From an optimization exercise on the open Yosys and OpenROAD flow, aimed at small area and few clock cycles per item; shortcuts taken in it are not production practice. Only simulation tests tie the RTL to the original design; equivalence was not proved. No activity file was given, so power comes from the tool's default toggle rates.

### flow/config.mk
export PLATFORM = sky130hd
export DESIGN_NAME = swt16_top
export DESIGN_NICKNAME = swt16_top
export VERILOG_FILES = /design/flow/design.v
export SDC_FILE = /design/flow/constraint.sdc
export NUM_CORES = 4
export LEC_CHECK = 0
export CAP_MARGIN = 10
export CORE_MARGIN = 2
export CORE_UTILIZATION = 55
export PLACE_DENSITY = 0.85
export SETUP_SLACK_MARGIN = 0.12
export SLEW_MARGIN = 10
### flow/constraint.sdc
create_clock -name core_clock -period 6.0 [get_ports {clock}]
set_input_delay 1.2000 -clock core_clock [delete_from_list [all_inputs] [get_ports {clock}]]
set_output_delay 1.2000 -clock core_clock [all_outputs]
set_load 0.01 [all_outputs]
### flow/design.v
`timescale 1ns/1ps
`default_nettype none
module swt16_top (
   input  wire        clock,
   input  wire        rst,
   input  wire        instr_valid,
   input  wire [15:0] instr,
   output wire        instr_ready,
   output wire        wb_valid,
   input  wire        wb_ready,
   output wire [3:0]  wb_reg_idx,
   output wire [15:0] wb_data
);
   logic [15:0] regs [16];
   logic        out_valid;
   logic [3:0]  out_idx;
   logic [15:0] out_data;
   wire [3:0] opcode = instr[15:12];
   wire [3:0] rd     = instr[11:8];
   logic [15:0] a, b;
   always_comb begin
      a = '0;
      b = '0;
      for (int i = 0; i < 16; i++) begin
         a = a | ({16{instr[7:4] == 4'(i)}} & regs[i]);
         b = b | ({16{instr[3:0] == 4'(i)}} & regs[i]);
      end
   end
   wire has_res = (opcode >= 4'd1) && (opcode <= 4'd9);
   assign instr_ready = !out_valid || wb_ready;
   wire take = instr_valid && instr_ready && has_res;
   wire        is_sub = (opcode == 4'd3);
   wire [15:0] bx     = b ^ {16{is_sub}};
   wire [15:0] p      = a ^ bx;
   wire [15:0] g      = a & bx;
   logic [15:0] gg, pp;
   always_comb begin
      gg = g;
      pp = p;
      gg[0] = g[0] | (p[0] & is_sub);
      for (int d = 1; d < 16; d = d * 2)
         for (int i = 2 * d - 1; i < 16; i = i + 2 * d) begin
            gg[i] = gg[i] | (pp[i] & gg[i-d]);
            pp[i] = pp[i] & pp[i-d];
         end
      for (int d = 4; d >= 1; d = d / 2)
         for (int i = 3 * d - 1; i < 16; i = i + 2 * d) begin
            gg[i] = gg[i] | (pp[i] & gg[i-d]);
            pp[i] = pp[i] & pp[i-d];
         end
   end
   wire [15:0] sum = p ^ {gg[14:0], is_sub};
   wire [3:0]  sh     = b[3:0];
   wire        is_sll = (opcode == 4'd7);
   wire        fill   = (opcode == 4'd9) & a[15];
   logic [15:0] a_rev, shr_rev;
   always_comb begin
      for (int i = 0; i < 16; i++) a_rev[i] = a[15-i];
   end
   wire [15:0] sh_in = is_sll ? a_rev : a;
   wire [15:0] shr   = 16'($signed({fill, sh_in}) >>> sh);
   always_comb begin
      for (int i = 0; i < 16; i++) shr_rev[i] = shr[15-i];
   end
   wire s_ldi = !rst && opcode == 4'd1;
   wire s_add = !rst && (opcode == 4'd2 || opcode == 4'd3);
   wire s_and = !rst && opcode == 4'd4;
   wire s_or  = !rst && opcode == 4'd5;
   wire s_xor = !rst && opcode == 4'd6;
   wire s_sl  = !rst && opcode == 4'd7;
   wire s_sr  = !rst && (opcode == 4'd8 || opcode == 4'd9);
   wire [3:0] lut = {s_and | s_or, s_or | s_xor, s_or | s_xor, 1'b0};
   logic [15:0] lg;
   always_comb for (int i = 0; i < 16; i++) lg[i] = lut[{a[i], b[i]}];
   wire [15:0] res = ({16{s_ldi}} & {8'h00, instr[7:0]})
                   | ({16{s_add}} & sum)
                   | lg
                   | ({16{s_sl}}  & shr_rev)
                   | ({16{s_sr}}  & shr);
   always_ff @(posedge clock) begin
      if (rst) out_valid <= 1'b0;
      else if (instr_ready) out_valid <= instr_valid && has_res;
   end
   always_ff @(posedge clock) begin
      for (int i = 0; i < 16; i++)
         if (rst || (take && rd == 4'(i))) regs[i] <= res;
   end
   always_ff @(posedge clock) begin
      if (take) begin
         out_idx  <= rd;
         out_data <= res;
      end
   end
   assign wb_valid   = out_valid;
   assign wb_reg_idx = out_idx;
   assign wb_data    = out_data;
endmodule
`default_nettype wire
### flow/flow/run.sh
#!/bin/bash
# Own layout flow: the standard flow, with an area-oriented ABC mapping
# script in synthesis and smaller buffers in the layout. Each step's output
# goes to a log file of its own in the work folder.
set -euo pipefail
W=$PWD
F=$W/flow

# Synthesis: ORFS's synth.tcl with only the ABC script replaced
sed -e "s#log_cmd abc {\*}\$abc_args#set abc_args [lreplace \$abc_args 1 1 $F/area.abc]; log_cmd abc {*}\$abc_args#" \
   "$FLOW_HOME/scripts/synth.tcl" > "$W/own_synth.tcl"
grep -q "$F/area.abc" "$W/own_synth.tcl"
sed -e "s#source \$::env(SCRIPTS_DIR)/synth.tcl#source $W/own_synth.tcl#" synth_recipe.tcl > "$W/own_synth_recipe.tcl"
grep -q "own_synth.tcl" "$W/own_synth_recipe.tcl"
sed -e "s#SYNTH_SCRIPT=[^ ]*#SYNTH_SCRIPT=$W/own_synth_recipe.tcl#" standard.sh > "$W/own_standard.sh"
grep -q "own_synth_recipe.tcl" "$W/own_standard.sh"

SYNTH_KNOBS=()
KNOBS=()
source "$F/knobs.sh"

bash "$W/own_standard.sh" "${SYNTH_KNOBS[@]}" synth > "$W/synth.log" 2>&1
bash "$W/own_standard.sh" "${KNOBS[@]}" finish > "$W/layout.log" 2>&1
### flow/flow/area.abc
strash
&get -n
&st
&dch
&nf
&put
&get -n
&st
&dch
&nf
&put
&get -n
&st
&dch
&nf
&put
&get -n
&st
&dch
&nf
&put
### flow/flow/knobs.sh
SYNTH_KNOBS=("ADDER_MAP_FILE=")
KNOBS=(
  "DONT_BUFFER_PORTS=1"
  "PRE_GLOBAL_PLACE_TCL=$F/ports.tcl"
  "CTS_ARGS=-sink_clustering_enable -repair_clock_nets -dont_use_dummy_load -sink_clustering_size 16 -sink_clustering_max_diameter 60 -buf_list {sky130_fd_sc_hd__clkbuf_8}"
  "GPL_TIMING_DRIVEN=0"
)
### flow/flow/ports.tcl
# Port buffers in place of ORFS's buffer_ports call (DONT_BUFFER_PORTS=1):
# every input and output port gets a buffer, a stronger one on the inputs,
# which fan out to the register-file read decoders.
buffer_ports -inputs -buffer_cell sky130_fd_sc_hd__buf_4
buffer_ports -outputs -buffer_cell sky130_fd_sc_hd__buf_1
### flow/standard.sh
#!/bin/bash
# synth_recipe.tcl (not shown) runs the flow's synth.tcl, then flattens the netlist and writes it again
# the make line also repeats each setting of config.mk as NAME=value (left out here)
make -C /OpenROAD-flow-scripts/flow DESIGN_CONFIG=/design/flow/config.mk WORK_HOME=/design/flow/orfs CLKGATE_MAP_FILE= SYNTH_SCRIPT=/design/flow/synth_recipe.tcl "${@:-finish}"
==> out/metrics.cfg, run 1 <==
[synthesis]
synthAdderAreaFrac_pct = 0.380
synth_xor_xnor_area_share_pct = 3.46
synth_seq_cells = 277
yosys.area_share.simple_pct = 11.3
synth_sequential_area_ratio_pct = 63.1
yosysWarningCount = 2
synth_edf_count = 276
synth_fp_nets = 1006
async_flop_share_pct = 0
syn_inst = 986
syn_avg_cell_area_um2 = 13.4
synth_area_um2 = 13200
synthFlopType = edfxtp_1
synth_compound_gate_area_share_pct = 19.5
synth_mux_area_share_pct = 2.02
synth_top_family_by_area = compound AO/OA/AOI/OAI gates
ys_types = 47

[place]
place_area_um2 = 14500
dp_cells = 1391
globalplace.congestion = 0.936
dp_slack_ns = -0.501
hpwlAfterDp_um = 30000
port_buffers = 41

[clock_tree]
cts_root_buffer = clkbuf_8
path_clk_slew_ns = 0.10
clockBufferDepth = 3
clk_latency_ns = 0.56
cts_tree = yes
cts_buffers = 21
cts_sinks = 277
cts_max_level = 1
ctsHoldBuffers = 0

[worst_setup_path]
critPathKind = input pin to flop
cp.depth = 15
end_kind = flop
worst_ep_arrival_time_ns = 6.16
worstPathRequired_ns = 6.38
crit_path_max_fanout = 17
rrSetupSlack_ns = 1.30
cp-endpoint = regs[10][15]
crit_buf_inv = 2
max_stage_delay_ns = 0.63
cp-startpoint = instr[7]
critPathLaunchType = input pin
reg2reg_to = regs[10][15]
critical_path.cell_chain = buf_4 -> and4b_1 -> a222oi_1 -> nand3_1 -> nor3_1 -> mux2i_1 -> maj3_1 -> a311o_1 -> a21oi_1 -> o211ai_1 -> a21oi_1 -> maj3_1 -> xnor2_1 -> o21ai_1 -> buf_4
r2r_cells = 13
reg2reg_from = regs[8][0]
critPathSlowestCell = and4b_1
critPathTopFamily = compound AO/OA/AOI/OAI gates

[cells_and_area]
drive_gt1_share_pct = 11.3
syn2layout_area_growth_pct = 13.0
nets = 1122
final_cells = 1419
diodes = 0
fin_area_um2 = 14900

[timing]
setup_viol = 0
fin_ws_ns = 0.222
tightest_slew_ns = 1.40
fin_skew_ns = 0.0304
hold_viol = 0
rsz0062_at_grt = false
slew_headroom_pct = 6.58
finalCriticalPeriod_ns = 5.78
final.period_utilization_pct = 96.3
fmax_ghz = 0.173
slew_viol_final = 0

[flow_run]
drv_cap = 0

[pwr]
power_density_nw_per_um2 = 298
p_leak_nw = 5.10
irDropWorstVdd_mv = 0.192

[grt]
grt_max_degree = 31
gr-total-overflow = 0
track_usage_pct = 34.9
grt_pass1_wl_um = 66100
use_met3_pct = 12.4
antenna_found_initial = 0
use_met1_pct = 44.4
grt-busiest-layer = met2
grt_util_met2_pct = 51.3
grt_pass1_vias = 10810

[routing]
post-route-drc-count = 0
routed_wl_um = 46400
detail-route-antenna-nets = 0
vias = 11487
via_per_inst = 8.10
avgRoutedWirePerCell_um = 32.7
drtIter0Drc = 3844
drtPass1Iterations = 15

[die]
io_pins = 42
rows = 56
die_x_um = 159
start_util_pct = 56.1
dieHeight_um = 159
fp.dieArea_um2 = 25200
core_area_um2 = 23500

[status]
status = complete, no violations

[min_path]
holdPathStages = 2
min_path_type = flop to flop

==> area by class of cell <==
| type | instances | area, µm² |
|---|---|---|
| fillers | 1675 | 8590 |
| flip-flops and latches | 277 | 8310 |
| multi-input cells | 702 | 5150 |
| repair buffers | 92 | 699 |
| well taps | 319 | 399 |
| clock buffers | 21 | 289 |
| inverters | 8 | 30.0 |
==> repair_timing <==
action,4_1_cts,5_1_grt
setup endpoints to repair,16,67
buffers inserted,0,6
gates cloned,0,1
gates resized for setup,1,7
pin swaps,0,3
==> layer usage <==
metal	up-vias	share of wire, %
met4	0	7.8
met1	5310	32
met2	1300	42
li1	4515	-
met5	-	0
met3	362	19
==> registers in the layout, indices dropped and copies added (netlist names) <==
signal and cells:
out_valid 1, out_data 16, regs 256, out_idx 4
==> cell families after synthesis <==
family	count (synthesis)
AND/OR/NAND/NOR	283
adder cells (fa/ha/maj)	5
flip-flops	277
XOR/XNOR	52
multiplexers	26
buffers and inverters	8
AO/OA/AOI/OAI	335
==> synthesized netlist by cell type (6+ instances only) <==
master      n  area, µm²
nand2_1    63        236
nand3_1    39        195
nor3_1     33        165
xnor2_1    41        359
a211oi_1    6       45.0
nand4_1    19        119
and4b_1     8       80.1
nor2_1     58        218
o21ai_0    60        300
nand2b_1    7       43.8
a22oi_1    65        488
nor4bb_1   12        120
xor2_1     11       96.3
a21oi_1    32        160
nor4b_1     8       70.1
edfxtp_1  276       8290
a222oi_1  113       1130
nor2b_1     8       50.1
or3_1       6       37.5
a21o_1     13       97.6
clkinv_1    8       30.0
o22ai_1    18        113
mux2i_1    21        210
==> through the flow <==
| step | total power, W | hold slack [ns] | setup TNS (ns) | util, % |
|---|---|---|---|---|
| 2_1_floorplan | 0.00313 | 0.596 | 0 | - |
| 3_3_place_gp | 0.00343 | 0.505 | -756.38 | 59.1 |
| 3_5_place_dp | 0.00351 | 0.552 | -31.55 | 61.8 |
| 4_1_cts | 0.00434 | 0.568 | 0 | 63.1 |
| 5_1_grt | 0.00452 | 0.590 | 0 | 63.4 |
| 6_report | 0.00443 | 0.571 | 0 | 63.4 |
==> power breakdown <==
part / switching, W / internal, W / total (W) / leakage (nW)
clock network: 0.000567 / 0.000315 / 0.000882 / 0.151
registers: 0.000127 / 0.00242 / 0.00255 / 2.83
logic: 0.000680 / 0.000317 / 0.000997 / 2.11
==> placed cells by master, fill, tap and decap left out, drive strengths merged, types with 19 or more instances in the layout <==
cell / count
edfxtp: 276
a222oi: 113
buf: 92
a22oi: 65
nand2: 63
o21ai: 60
nor2: 59
xnor2: 41
nand3: 39
nor3: 33
a21oi: 32
mux2i: 21
clkbuf: 21
nand4: 19
==> worst register-to-register path, delay by kind of cell (launching register included) <==
family / cells / cell delay, ns
compound gates: 6 / 2.07
simple gates: 2 / 0.77
fa+ha+maj: 2 / 0.72
flops: 1 / 0.40
buf+inv: 1 / 0.29
mux: 1 / 0.17
xor+xnor: 1 / 0.07
==> worst min path at each step <==
stage                 to  slack (ns)  startpoint
4_1_cts        out_valid        0.57   out_valid
2_1_floorplan  out_valid        0.60   out_valid
5_1_grt        out_valid        0.59   out_valid
3_5_place_dp   out_valid        0.55   out_valid
3_3_place_gp   out_valid        0.50   out_valid
6_report       out_valid        0.57   out_valid
Testbench counts, summed over its fixed seeds: cycles 40,008, items 40,000.
==> run 2: changes to the inputs <==
--- a/flow/config.mk
+++ b/flow/config.mk
@@ -9,4 +9,4 @@
 export CORE_MARGIN = 2
-export CORE_UTILIZATION = 55
-export PLACE_DENSITY = 0.85
+export CORE_UTILIZATION = 60
+export PLACE_DENSITY = 0.8
 export SETUP_SLACK_MARGIN = 0.12
==> run 2 against run 1 <==
  * Still clean
  * Sequential cell count stayed put
  * Combinational power is 1% lower
  * Synthesized area stayed put
  * First-iteration DRC count is 22% lower
  * Via count is 2.6% lower
  * Hold slack worse by 0.0068 ns
  * Clock skew is 0.020 ns higher
  * Die area is 8.1% lower
  * Core utilization is 4.8 points higher
  * Sequential power hardly changed
  * Clock power is 2.5% lower
  * Count of clock-buffer cells in the layout stayed put
  * Critical path type unchanged
  * Largest cell class unchanged
  * Largest power group unchanged
==> out/metrics.cfg, run 2 <==
[synthesis]
ys_top_cells_by_count = edfxtp_1, a222oi_1, a22oi_1
synth_area_um2 = 13200
yosysWarningCount = 2
synth_area_leaders = edfxtp_1, a222oi_1, a22oi_1
syn_inst = 986
synth_seq_cells = 277
synth_sequential_area_ratio_pct = 63.1
syn_avg_cell_area_um2 = 13.4
synth_top_area_share_pct = 62.9
synth_fp_nets = 1006
ys_types = 47
async_flop_share_pct = 0
synth_edf_count = 276
yosys.area.top_type = edfxtp_1
yosysMostFrequentCell = edfxtp_1
synthFlopType = edfxtp_1

[pwr]
power_density_nw_per_um2 = 297
irDropWorstVdd_mv = 0.258
p_leak_nw = 5.08

[worst_setup_path]
cpMostUsedCell = buf_4
max_stage_delay_ns = 0.59
r2r_cells = 12
end_kind = flop
crit_path_max_fanout = 17
critical_path.cell_chain = buf_4 -> and4b_1 -> a222oi_1 -> nand3_1 -> nor2_4 -> mux2i_1 -> maj3_1 -> a311o_1 -> a21oi_1 -> nor2_1 -> o21ai_0 -> xnor2_1 -> o21ai_1 -> buf_4
cp-startpoint = instr[3]
worst_ep_arrival_time_ns = 6.13
critPathSlowestCell = and4b_1
reg2reg_from = regs[9][0]
critPathLaunchType = input pin
worstPathRequired_ns = 6.38
critPathKind = input pin to flop

[clock_tree]
cts_max_level = 1
cts_root_buffer = clkbuf_8
cts_sinks = 277
cts_tree = yes
cts_buffers = 21
ctsHoldBuffers = 0
clk_latency_ns = 0.56
path_clk_slew_ns = 0.10
clockBufferDepth = 3

[timing]
finalCriticalPeriod_ns = 5.76
setup_viol = 0
fmax_ghz = 0.174
tightest_slew_ns = 1.29
rsz0062_at_grt = false
slew_viol_final = 0
final.period_utilization_pct = 95.9
hold_viol = 0
slew_headroom_pct = 14.3
fin_skew_ns = 0.0509

[place]
port_buffers = 41
place_area_um2 = 14500
hpwlAfterDp_um = 30100
globalplace.congestion = 0.999

[grt]
track_usage_pct = 37.7
antenna_found_initial = 0
gr-total-overflow = 0
grt_pass1_wl_um = 65100
grt_max_degree = 31
grt_pass1_vias = 10505

[routing]
via_per_inst = 8.13
avgRoutedWirePerCell_um = 33.2
post-route-drc-count = 0
drtPass1Iterations = 15
detail-route-antenna-nets = 0
vias = 11193
routed_wl_um = 45700
drtIter0Drc = 3005

[die]
start_util_pct = 60.7
die_x_um = 152
fp.dieArea_um2 = 23100
dieHeight_um = 152
io_pins = 42
core_area_um2 = 21700
rows = 54

[min_path]
min_path_type = flop to flop
holdPathStages = 2
worst_hold_startpoint = out_valid

[cells_and_area]
top_register = regs
utilization_pct = 68.2
largest_reg_flops = 256
nets = 1118
syn2layout_area_growth_pct = 12.3
fin_area_um2 = 14800
final_cell_mix = edfxtp_1, a222oi_1, a22oi_1, nand2_1, nor2_1
seq_area_um2 = 8310
fillCellCount = 1514
final_common_cell = edfxtp_1
diodes = 0
top_regs = regs x256, out_data x16, out_idx x4
multi_input_area_um2 = 5150
drive_gt1_share_pct = 10.6

[flow_run]
drv_cap = 0

[status]
status = complete, no violations

## run 2: per-stage QoR
| step | instances | hold WS, ns | setup WS [ns] | total power [W] | setup TNS (ns) |
|---|---|---|---|---|---|
| floorplan | 986 | 0.596 | 0.210 | 0.00313 | 0 |
| global placement | 1307 | 0.513 | -3.47 | 0.00344 | -774.88 |
| detailed placement | 1353 | 0.538 | -0.497 | 0.00351 | -48.48 |
| CTS | 1374 | 0.552 | 0.270 | 0.00432 | 0 |
| global route | 1376 | 0.587 | 0.213 | 0.00451 | 0 |
| finish | 1376 | 0.564 | 0.244 | 0.00439 | 0 |
## run 2: cells by family after synthesis
logic type,synth area share (%)
flops,63.1
simple gates,11.3
compound gates,19.5
buf+inv,0.228
xor+xnor,3.46
mux,2.02
fa+ha+maj,0.380
## run 2: timing repair
action,in CTS,in global routing
setup buffers,0,1
resized for setup,1,2
gates cloned,0,1
setup endpoints to repair,59,106
pin swaps,0,1
## run 2: worst max-delay path: cells and delay by family
| kind | cells | cell delay, ns |
|---|---|---|
| buf+inv | 2 | 0.57 |
| simple gates | 4 | 1.46 |
| compound gates | 5 | 2.09 |
| fa+ha+maj | 1 | 0.49 |
| xor+xnor | 1 | 0.12 |
| mux | 1 | 0.18 |
## run 2: report_power, final
group / total (W) / switching (W) / leakage, nW / internal (W)
clock network: 0.000860 / 0.000545 / 0.151 / 0.000315
registers: 0.00255 / 0.000125 / 2.83 / 0.00242
logic: 0.000986 / 0.000672 / 2.09 / 0.000314
total: 0.00439 / 0.00134 / 5.08 / 0.00305
## run 2: worst paths after layout
| kind | to | slack, ns |
|---|---|---|
| worst max register to register | regs[4][10] | 1.41 |
| worst max-delay path | regs[4][10] | 0.24 |
| worst min-delay path | out_valid | 0.56 |
| worst min register to register | out_valid | 0.56 |
## run 2: layout make-up
type                            count  share of cell area [%]
Timing Repair Buffer               88                    4.46
Tap cell                          280                    2.37
Inverter                            8                   0.203
Multi-Input combinational cell    702                    34.8
Clock buffer                       21                    1.96
Sequential cell                   277                    56.2
## run 2: per-layer routing
metal  global-route usage, %  vias up  wire length (µm)  share of wire, %
li1                        -     4514                 -                 -
met3                    12.6      266              8200                18
met2                    55.2     1173             19600                43
met1                    51.4     5240             15100                33
met4                    18.1        0              2810               6.2
met5                       0        -                 0                 0

## what the ideal ports hide
Ports are ideal in the flow. The routed layouts listed here were re-timed in OpenROAD.
Step 1 (the two cells are an assumption about what drives the block):
set clk [get_ports {clock}]
set_driving_cell -lib_cell sky130_fd_sc_hd__clkbuf_16 $clk
set_driving_cell -lib_cell sky130_fd_sc_hd__buf_2 [delete_from_list [all_inputs] $clk]
Step 2, shift: input delay + t, output delay - t, t = (earliest + latest rising clock arrival at the registers) / 2. This alone moves slack from input paths to output paths.
a / b / c = ideal ports / drivers / drivers and shift; a / b = the first two.
run | t, ns | slack for setup (ns) | hold WS [ns] | latest minus earliest clock arrival (ns) | worst data-port slew with drivers (ns)
run 1 | 0.585 | 0.222 / 0.230 / -0.355 | 0.571 / 0.571 / 0.571 | 0.030 / 0.031 | 0.04
run 2 | 0.573 | 0.244 / 0.250 / -0.322 | 0.564 / 0.564 / 0.564 | 0.051 / 0.051 | 0.04
With both steps, setup timing fails in run 1 and run 2, where it was met with ideal ports. For run 1, which loses most, drivers alone change the setup slack by +0.008 ns; drivers and shift together by -0.577 ns.
